Context: an optimization exercise on an open-source flow, tuned for small area, a short achievable clock period and few clock cycles per item. The choices shown serve that exercise and are no tape-out recipe.
Only simulation tests tie the RTL to the original design; equivalence was not proved.
Power figures rest on the tool's default switching activity, not on a simulated workload.

==> flow/design.v <==
`timescale 1ns/1ps
`default_nettype none
module mini_mips_core (
    input  wire         clk,
    input  wire         rst,
    input  wire  [31:0] boot_addr,
    output logic        imem_req,
    output logic [31:0] imem_addr,
    input  wire         imem_ack,
    input  wire  [31:0] imem_data,
    output logic        wb_valid,
    output logic [4:0]  wb_addr,
    output logic [31:0] wb_data
);
    logic        req_q;
    logic [31:0] pc_q;
    logic        fire;
    assign fire      = req_q & imem_ack;
    assign imem_req  = req_q;
    assign imem_addr = pc_q;
    always_ff @(posedge clk) begin
        if (rst) begin
            req_q <= 1'b1;
        end else if (fire) begin
            req_q <= 1'b0;
        end else if (!imem_ack) begin
            req_q <= 1'b1;
        end
    end
    always_ff @(posedge clk) begin
        if (rst) begin
            pc_q <= boot_addr;
        end else if (fire) begin
            pc_q <= {pc_q[31:2] + 30'd1, pc_q[1:0]};
        end
    end
    logic [31:0] ir;
    always_ff @(posedge clk) begin
        if (fire) begin
            ir <= imem_data;
        end
    end
    logic v1, v2;
    always_ff @(posedge clk) begin
        if (rst) begin
            v1 <= 1'b0;
            v2 <= 1'b0;
        end else begin
            v1 <= fire;
            v2 <= v1;
        end
    end
    logic [5:0]  opcode, funct;
    logic [15:0] imm;
    logic        rtype, known;
    logic [4:0]  dest;
    logic [31:0] immx;
    logic s_add, s_sub, s_slt, s_sltu, s_and, s_or, s_xor, s_nor, s_sll, s_srl, s_lui;
    assign opcode = ir[31:26];
    assign funct  = ir[5:0];
    assign imm    = ir[15:0];
    assign rtype  = (opcode == 6'h00);
    assign dest   = rtype ? ir[15:11] : ir[20:16];
    always_comb begin
        s_add = 1'b0; s_sub = 1'b0; s_slt = 1'b0; s_sltu = 1'b0;
        s_and = 1'b0; s_or = 1'b0; s_xor = 1'b0; s_nor = 1'b0;
        s_sll = 1'b0; s_srl = 1'b0; s_lui = 1'b0;
        known = 1'b1;
        case (opcode)
            6'h00: begin
                case (funct)
                    6'h00: s_sll  = 1'b1;
                    6'h02: s_srl  = 1'b1;
                    6'h21: s_add  = 1'b1;
                    6'h23: s_sub  = 1'b1;
                    6'h24: s_and  = 1'b1;
                    6'h25: s_or   = 1'b1;
                    6'h26: s_xor  = 1'b1;
                    6'h27: s_nor  = 1'b1;
                    6'h2a: s_slt  = 1'b1;
                    6'h2b: s_sltu = 1'b1;
                    default: known = 1'b0;
                endcase
            end
            6'h09: s_add = 1'b1;
            6'h0a: s_slt = 1'b1;
            6'h0c: s_and = 1'b1;
            6'h0d: s_or  = 1'b1;
            6'h0e: s_xor = 1'b1;
            6'h0f: s_lui = 1'b1;
            default: known = 1'b0;
        endcase
    end
    always_comb begin
        case (opcode[2:0])
            3'b001, 3'b010: immx = {{16{imm[15]}}, imm};    
            3'b111:         immx = {imm, 16'h0000};         
            default:        immx = {16'h0000, imm};         
        endcase
    end
    logic       ex_we;
    logic [4:0] ex_dest;
    logic [4:0] ex_sh;
    logic [4:0] ex_rot;
    logic       e_add, e_sub, e_slt, e_sltu, e_and, e_or, e_xor, e_nor, e_sll, e_srl, e_lui;
    always_ff @(posedge clk) begin
        if (rst) begin
            ex_we <= 1'b0;
        end else begin
            ex_we <= v2 && known && (dest != 5'd0);
        end
    end
    always_ff @(posedge clk) begin
        ex_dest <= dest;
        ex_sh   <= ir[10:6];
        ex_rot  <= funct[1] ? 5'(6'd32 - {1'b0, ir[10:6]}) : ir[10:6];
        e_add   <= s_add | s_sub;
        e_sub   <= s_sub | s_slt | s_sltu;
        e_slt   <= s_slt;
        e_sltu  <= s_sltu;
        e_and   <= s_and;
        e_or    <= s_or;
        e_xor   <= s_xor;
        e_nor   <= s_nor;
        e_sll   <= s_sll;
        e_srl   <= s_srl;
        e_lui   <= s_lui;
    end
    logic [31:0] regs [1:31];
    logic [31:0] wdata;
    logic [4:0]  raddr;
    logic [4:0]  raddr_d;
    logic [31:1] rsel;
    logic [31:0] rf_out;
    logic [31:0] rdata;
    assign wdata = rst ? 32'h0 : wb_data;
    always_ff @(posedge clk) begin
        for (int i = 1; i < 32; i++) begin
            if (rst || (wb_valid && wb_addr == 5'(i))) begin
                regs[i] <= wdata;
            end
        end
    end
    assign raddr_d = fire ? imem_data[25:21] : ir[20:16];
    always_ff @(posedge clk) begin
        raddr <= raddr_d;
        for (int i = 1; i < 32; i++) begin
            rsel[i] <= (raddr_d == 5'(i));
        end
    end
    always_comb begin
        rf_out = 32'h0;
        for (int i = 1; i < 32; i++) begin
            rf_out = rf_out | ({32{rsel[i]}} & regs[i]);
        end
    end
    assign rdata = (wb_valid && wb_addr == raddr) ? wb_data : rf_out;
    logic [31:0] x_q, y_q;
    logic [31:0] result;
    logic        fwd;
    always_ff @(posedge clk) begin
        fwd <= v1 && ex_we && (ex_dest == raddr);
    end
    logic [31:0] x_d;
    assign x_d = (v2 && !rtype) ? immx : rdata;
    always_ff @(posedge clk) begin
        x_q <= x_d ^ {32{v2 && (s_sub || s_slt || s_sltu)}};
        y_q <= fwd ? wb_data : x_q;
    end
    logic        sub;
    logic [32:0] sum;
    logic        slt, sltu;
    logic [63:0] rot2;
    logic [31:0] rot;
    logic [31:0] lmask, rmask, shres;
    assign sub  = e_sub;    
    logic [31:0] xs;
    logic [32:0] lo_c;
    logic        c31, p31;
    assign xs   = x_q;
    assign lo_c = {1'b0, y_q[30:0], 1'b1} + {1'b0, xs[30:0], sub};
    assign c31  = lo_c[32];
    assign p31  = y_q[31] ^ xs[31];
    assign sum  = {(y_q[31] & xs[31]) | (p31 & c31), p31 ^ c31, lo_c[31:1]};
    assign sltu = ~sum[32];
    assign slt  = p31 ? ~c31 : y_q[31];
    assign rot2 = {x_q, x_q} << ex_rot;
    assign rot  = rot2[63:32];
    always_comb begin
        for (int i = 0; i < 32; i++) begin
            lmask[i]      = (5'(i) >= ex_sh);
            rmask[31 - i] = lmask[i];
        end
    end
    assign shres = rot & (({32{e_sll}} & lmask) | ({32{e_srl}} & rmask));
    assign result = ({32{e_add}} & sum[31:0])
                  | {31'h0, (e_slt & slt) | (e_sltu & sltu)}
                  | ({32{e_and}} & (y_q & x_q))
                  | ({32{e_or}}  & (y_q | x_q))
                  | ({32{e_xor}} & (y_q ^ x_q))
                  | ({32{e_nor}} & ~(y_q | x_q))
                  | shres
                  | ({32{e_lui}} & x_q);
    always_ff @(posedge clk) begin
        if (rst) begin
            wb_valid <= 1'b0;
        end else begin
            wb_valid <= ex_we;
        end
    end
    always_ff @(posedge clk) begin
        wb_addr <= ex_dest;
        wb_data <= result;
    end
endmodule
`default_nettype wire
==> flow/run.sh <==
#!/bin/bash
# synth_recipe.tcl (not shown) runs the flow's synth.tcl, then flattens the netlist and writes it again
# the make line also repeats each setting of config.mk as NAME=value (left out here)
make -C /OpenROAD-flow-scripts/flow DESIGN_CONFIG=/design/flow/config.mk WORK_HOME=/design/flow/orfs CLKGATE_MAP_FILE= SYNTH_SCRIPT=/design/flow/synth_recipe.tcl finish
==> flow/config.mk <==
export PLATFORM = sky130hd
export DESIGN_NAME = mini_mips_core
export DESIGN_NICKNAME = mini_mips_core
export VERILOG_FILES = /design/flow/design.v
export SDC_FILE = /design/flow/constraint.sdc
export NUM_CORES = 4
export LEC_CHECK = 0
export CAP_MARGIN = 20
export CORE_MARGIN = 2
export CORE_UTILIZATION = 40
export SETUP_SLACK_MARGIN = 3.4
export SLEW_MARGIN = 20
==> flow/constraint.sdc <==
create_clock -name core_clock -period 6.0 [get_ports {clk}]
set_input_delay 1.2000 -clock core_clock [delete_from_list [all_inputs] [get_ports {clk}]]
set_output_delay 1.2000 -clock core_clock [all_outputs]
set_load 0.01 [all_outputs]
==> results.py <==
metrics = {
    "drt": {
        "drc": 0,
        "wirelength_mm": 180.0,
        "first_iter_violations": 5438,
        "wl_per_cell_microns": 33.83,
        "drtAntennaViolNets": 0,
        "vias": 33954,
        "viasPerCell": 6.381,
        "drt_pass1_iterations": 9,
    },
    "logic_synthesis": {
        "synthDistinctLibCells": 72,
        "avgSynthCellArea_sq_um": 14.97,
        "synth_seq_cells": 1219,
        "synth_area_leaders": "edfxtp_1 (64%), dfxtp_1 (6.8%), a22o_1 (3.5%), a221oi_1 (3.4%), ha_1 (1.7%)",
        "synth_warnings": 2,
        "yosysTopAreaCell": "edfxtp_1",
        "syn-instance-count": 3302,
        "synth_edf_count": 1051,
        "yosys.area.top_type_share_pct": 63.86,
        "synth.net_count": 3437,
        "netlist_area_sq_um": 49420,
        "seq_area_frac_synth_pct": 70.67,
        "synthArstFlopShare_pct": 0,
        "synth_flop_cell": "edfxtp_1",
    },
    "worst_hold_path": {
        "holdCritPathClass": "register to register",
        "hp-start": "ex_dest[4]$_DFF_P_",
        "min_path_cells": 0,
        "worstHoldEndpoint": "wb_addr[4]$_DFF_P_",
    },
    "setup_path": {
        "reg2reg_depth": 12,
        "path_class": "register to register",
        "cp-start-kind": "register",
        "reg2reg_slack_ns": 3.08,
        "r2r-start": "e_sub$_DFF_P_",
        "crit_arrival_ns": 3.53,
        "required_ns": 6.62,
        "r2r_end": "wb_data[25]$_DFF_P_",
        "crit_path_max_fanout": 3,
        "crit_path_end_kind": "register",
    },
    "power_and_ir_drop": {
        "leakage_nw": 21.12,
        "ir_worst_vdd_mv": 0.2781,
        "power_per_cell_area_nw_per_um2": 351.5,
        "p_total_mw": 20.97,
    },
    "global_route": {
        "gr-total-overflow": 0,
        "antenna_found_initial": 5,
        "grt_pass1_wl_mm": 249.3,
        "grt_pass1_vias": 32490,
        "grt_start_max_net_pins": 74,
        "track_usage_pct": 27.88,
    },
    "timing": {
        "max_freq_mhz": 343.0,
        "skew_ns": 0.04890,
        "rsz0062_at_grt": "yes",
        "hold_slack_ns": 0.3688,
        "final_hold_viol_count": 0,
        "fin_setup_tns_ns": 0,
        "drv_slew": 0,
        "period_needed_ns": 2.915,
        "slew_headroom_pct": 20.39,
        "fin_crit_sh_pct": 48.58,
        "setup_viol_count_final": 0,
        "tightest_slew_ns": 1.189,
    },
    "clock_network": {
        "clkLatencyLatePin_ns": 0.77,
        "cts.sinks": 1219,
        "cts_buffer_depth": 3,
        "cts_root_buffer": "clkbuf_16",
        "cts_buffers": 130,
        "path_clk_slew_ns": 0.06,
        "cts_tree": "built",
        "hold_buffers": 0,
        "htreeDepth": 4,
    },
    "placed_design": {
        "port_buffers": 137,
        "place.gp.congestion": 0.8930,
        "dp_cells": 4948,
        "hpwl_mm": 101.7,
    },
    "floorplanning": {
        "die_area_sq_um": 126400,
        "ios": 138,
        "die_h_microns": 355.5,
        "rows": 128,
        "core_area_sq_um": 122200,
        "start_util_pct": 40.44,
        "die_x_microns": 355.5,
    },
    "flow_run": {
        "drv_cap": 0,
    },
    "finish": {
        "drive_above_1_share_pct": 22.50,
        "finalNetCount": 3728,
        "layout.cells.non_filler": 5321,
        "area_delta_synth_final_pct": 20.76,
    },
    "run_status": {
        "status": "timing/DRC/antenna clean",
    },
}
[cell type report]
type | instances | area [sq um]
inverter | 93 | 357.8
antenna | 2 | 5.005
fill | 10285 | 62520
clock inverter | 65 | 656.9
sequential | 1219 | 35190
multi-input combinational | 1783 | 14770
timing repair buffer | 365 | 3209
clock buffer | 168 | 3447
tap | 1625 | 2033
timing repair inverter | 1 | 5.005
[worst max-delay path by stage]
stage	from	endpoint	slack, ns	depth (start not counted)
final	e_sub$_DFF_P_	wb_data[25]$_DFF_P_	3.08	12
after CTS	x_q[9]$_DFF_P_	wb_data[31]$_DFF_P_	3.00	12
after floorplan	rst	regs[12][0]$_DFFE_PP_	3.15	4
after detailed placement	rst	regs[22][12]$_DFFE_PP_	2.03	5
after global placement	rst	regs[22][5]$_DFFE_PP_	2.19	5
after global routing	x_q[9]$_DFF_P_	wb_data[31]$_DFF_P_	3.03	13
[cell families after synthesis]
group                      Yosys count  synth area share, %
DFF                               1219                70.67
xor gates and xnor gates            92                1.631
and+or+nand+nor                    567                5.692
muxes                              137                3.760
adders and majority gates           68                1.752
AOI/OAI and AO/OA                  916                14.07
buffers and inverters              303                2.428
[registers in the layout, indices dropped and copies added, names as in the netlist, 4 cells and up]
register,count
regs,992
pc_q,32
wb_data,32
x_q,32
y_q,32
rsel,31
ir,27
ex_dest,5
ex_rot,5
raddr,5
wb_addr,5
ex_sh,4
[cells in the final DEF (no fill, tap or decap), types with 21 or more instances in the layout]
cell                n
ha_4               23
mux2_2             28
nor2b_1            22
nand4_1            77
xnor2_1            52
nor2b_4            22
buf_6              33
clkdlybuf4s50_1    65
clkbuf_1           34
dfxtp_1            65
nand3_1            55
dfxtp_4            54
xor2_1             32
nor2_1             78
clkinv_1           31
a222oi_1           58
mux4_2             36
a221oi_1          190
a22o_1            196
a22oi_1            82
buf_2              42
mux2i_1            68
edfxtp_1         1051
nand2_1           187
clkbuf_16         132
dfxtp_2            49
ha_1               38
a21oi_1            82
inv_1              81
and3_1             41
buf_4             181
o21ai_1            46
o21ai_0            91
o22ai_1            21
[timing repair]
action                                   CTS  global route
gates cloned                               4             1
resized for setup                        482           125
endpoints found under the setup margin  1123           320
endpoints found under the hold margin      0             0
buffers inserted                         100            33
pin swaps                                 39            37
[synth_stat cells, types with 4 or more instances]
| cell | count |
|---|---|
| o21ai_1 | 48 |
| o22ai_1 | 38 |
| and4_1 | 5 |
| buf_1 | 17 |
| a22o_1 | 196 |
| nor4_1 | 5 |
| nand3b_1 | 5 |
| mux2_2 | 29 |
| a21o_1 | 16 |
| nand3_1 | 57 |
| o211ai_1 | 8 |
| and3_1 | 42 |
| xnor2_1 | 60 |
| nor2_1 | 81 |
| buf_4 | 6 |
| nor2b_1 | 48 |
| buf_2 | 8 |
| a222oi_1 | 58 |
| mux4_2 | 36 |
| o21ai_0 | 105 |
| and2_1 | 7 |
| xor2_1 | 32 |
| a21oi_1 | 98 |
| a21boi_0 | 5 |
| a22oi_1 | 84 |
| o31ai_1 | 11 |
| nand2b_1 | 16 |
| ha_1 | 66 |
| nand4_1 | 77 |
| a211oi_1 | 4 |
| o2111ai_1 | 17 |
| nand2_1 | 197 |
| or3_1 | 4 |
| inv_1 | 93 |
| clkbuf_1 | 175 |
| mux2i_1 | 72 |
| dfxtp_1 | 168 |
| buf_6 | 4 |
| edfxtp_1 | 1051 |
| nor3_1 | 11 |
| a221oi_1 | 193 |
[critical path, cell delays in order, from the launching register on]
cell and delay [ns]:
dfxtp_2 0.35, fa_2 0.40, a211oi_4 0.25, nor4_2 0.08, nor2_2 0.20, a31oi_4 0.18
buf_6 0.16, buf_6 0.10, buf_6 0.10, a31o_4 0.22, a211oi_4 0.29, mux2i_1 0.12
or3_1 0.31
[where the power goes]
part           total, mW  switching, mW  internal (mW)
combinational       3.02           1.79           1.23
sequential          10.1          0.377           9.74
clock               7.84           3.43           4.41
[stage by stage]
| step | utilization, % | area (sq um) | worst slack (ns) |
|---|---|---|---|
| 6_report | 48.83 | 59670 | 3.085 |
| 4_1_cts | 48.10 | 58770 | 3.002 |
| 3_3_place_gp | 43.47 | 53120 | 2.187 |
| 3_5_place_dp | 43.52 | 53170 | 2.035 |
| 5_1_grt | 48.83 | 59670 | 3.029 |
| 2_1_floorplan | - | 49800 | 3.154 |
[metal layers]
layer  part of all wire (%)  global-route usage, %  wire length (microns)
met5                  0.020                      0                     36
met4                    4.4                  11.37                   7941
met3                     12                  6.028                  20850
met2                     47                  44.31                  83830
met1                     37                  37.20                  67320
Testbench counts, summed over its fixed seeds: cycles 11,934, instrs 4,800.

[separate check: timing with driven ports]
The results above use ideal ports. As a check the final layout listed here was re-extracted and re-timed, cells and wires unchanged.
Step 1 assumes that a clkbuf_16 drives the clock port and a buf_2 every other input.
Step 2 adds t to the input delays and takes it off the output delays; t is the mean of the earliest and latest rising clock arrival at the registers after step 1. Input paths then give back, and output paths get back, about the clock's delay inside the block.
a / b / c = ideal / step 1 / step 2; a / b = the first two.
shift t [ns]: 0.816
slack for setup (ns): 3.085 / 3.085 / 2.598
worst slew at a driven data input, ns: 0.07
After both steps setup and hold are still met in this run. The setup slack of this run moves by 0.000 ns with the drivers and by -0.487 ns with both steps.
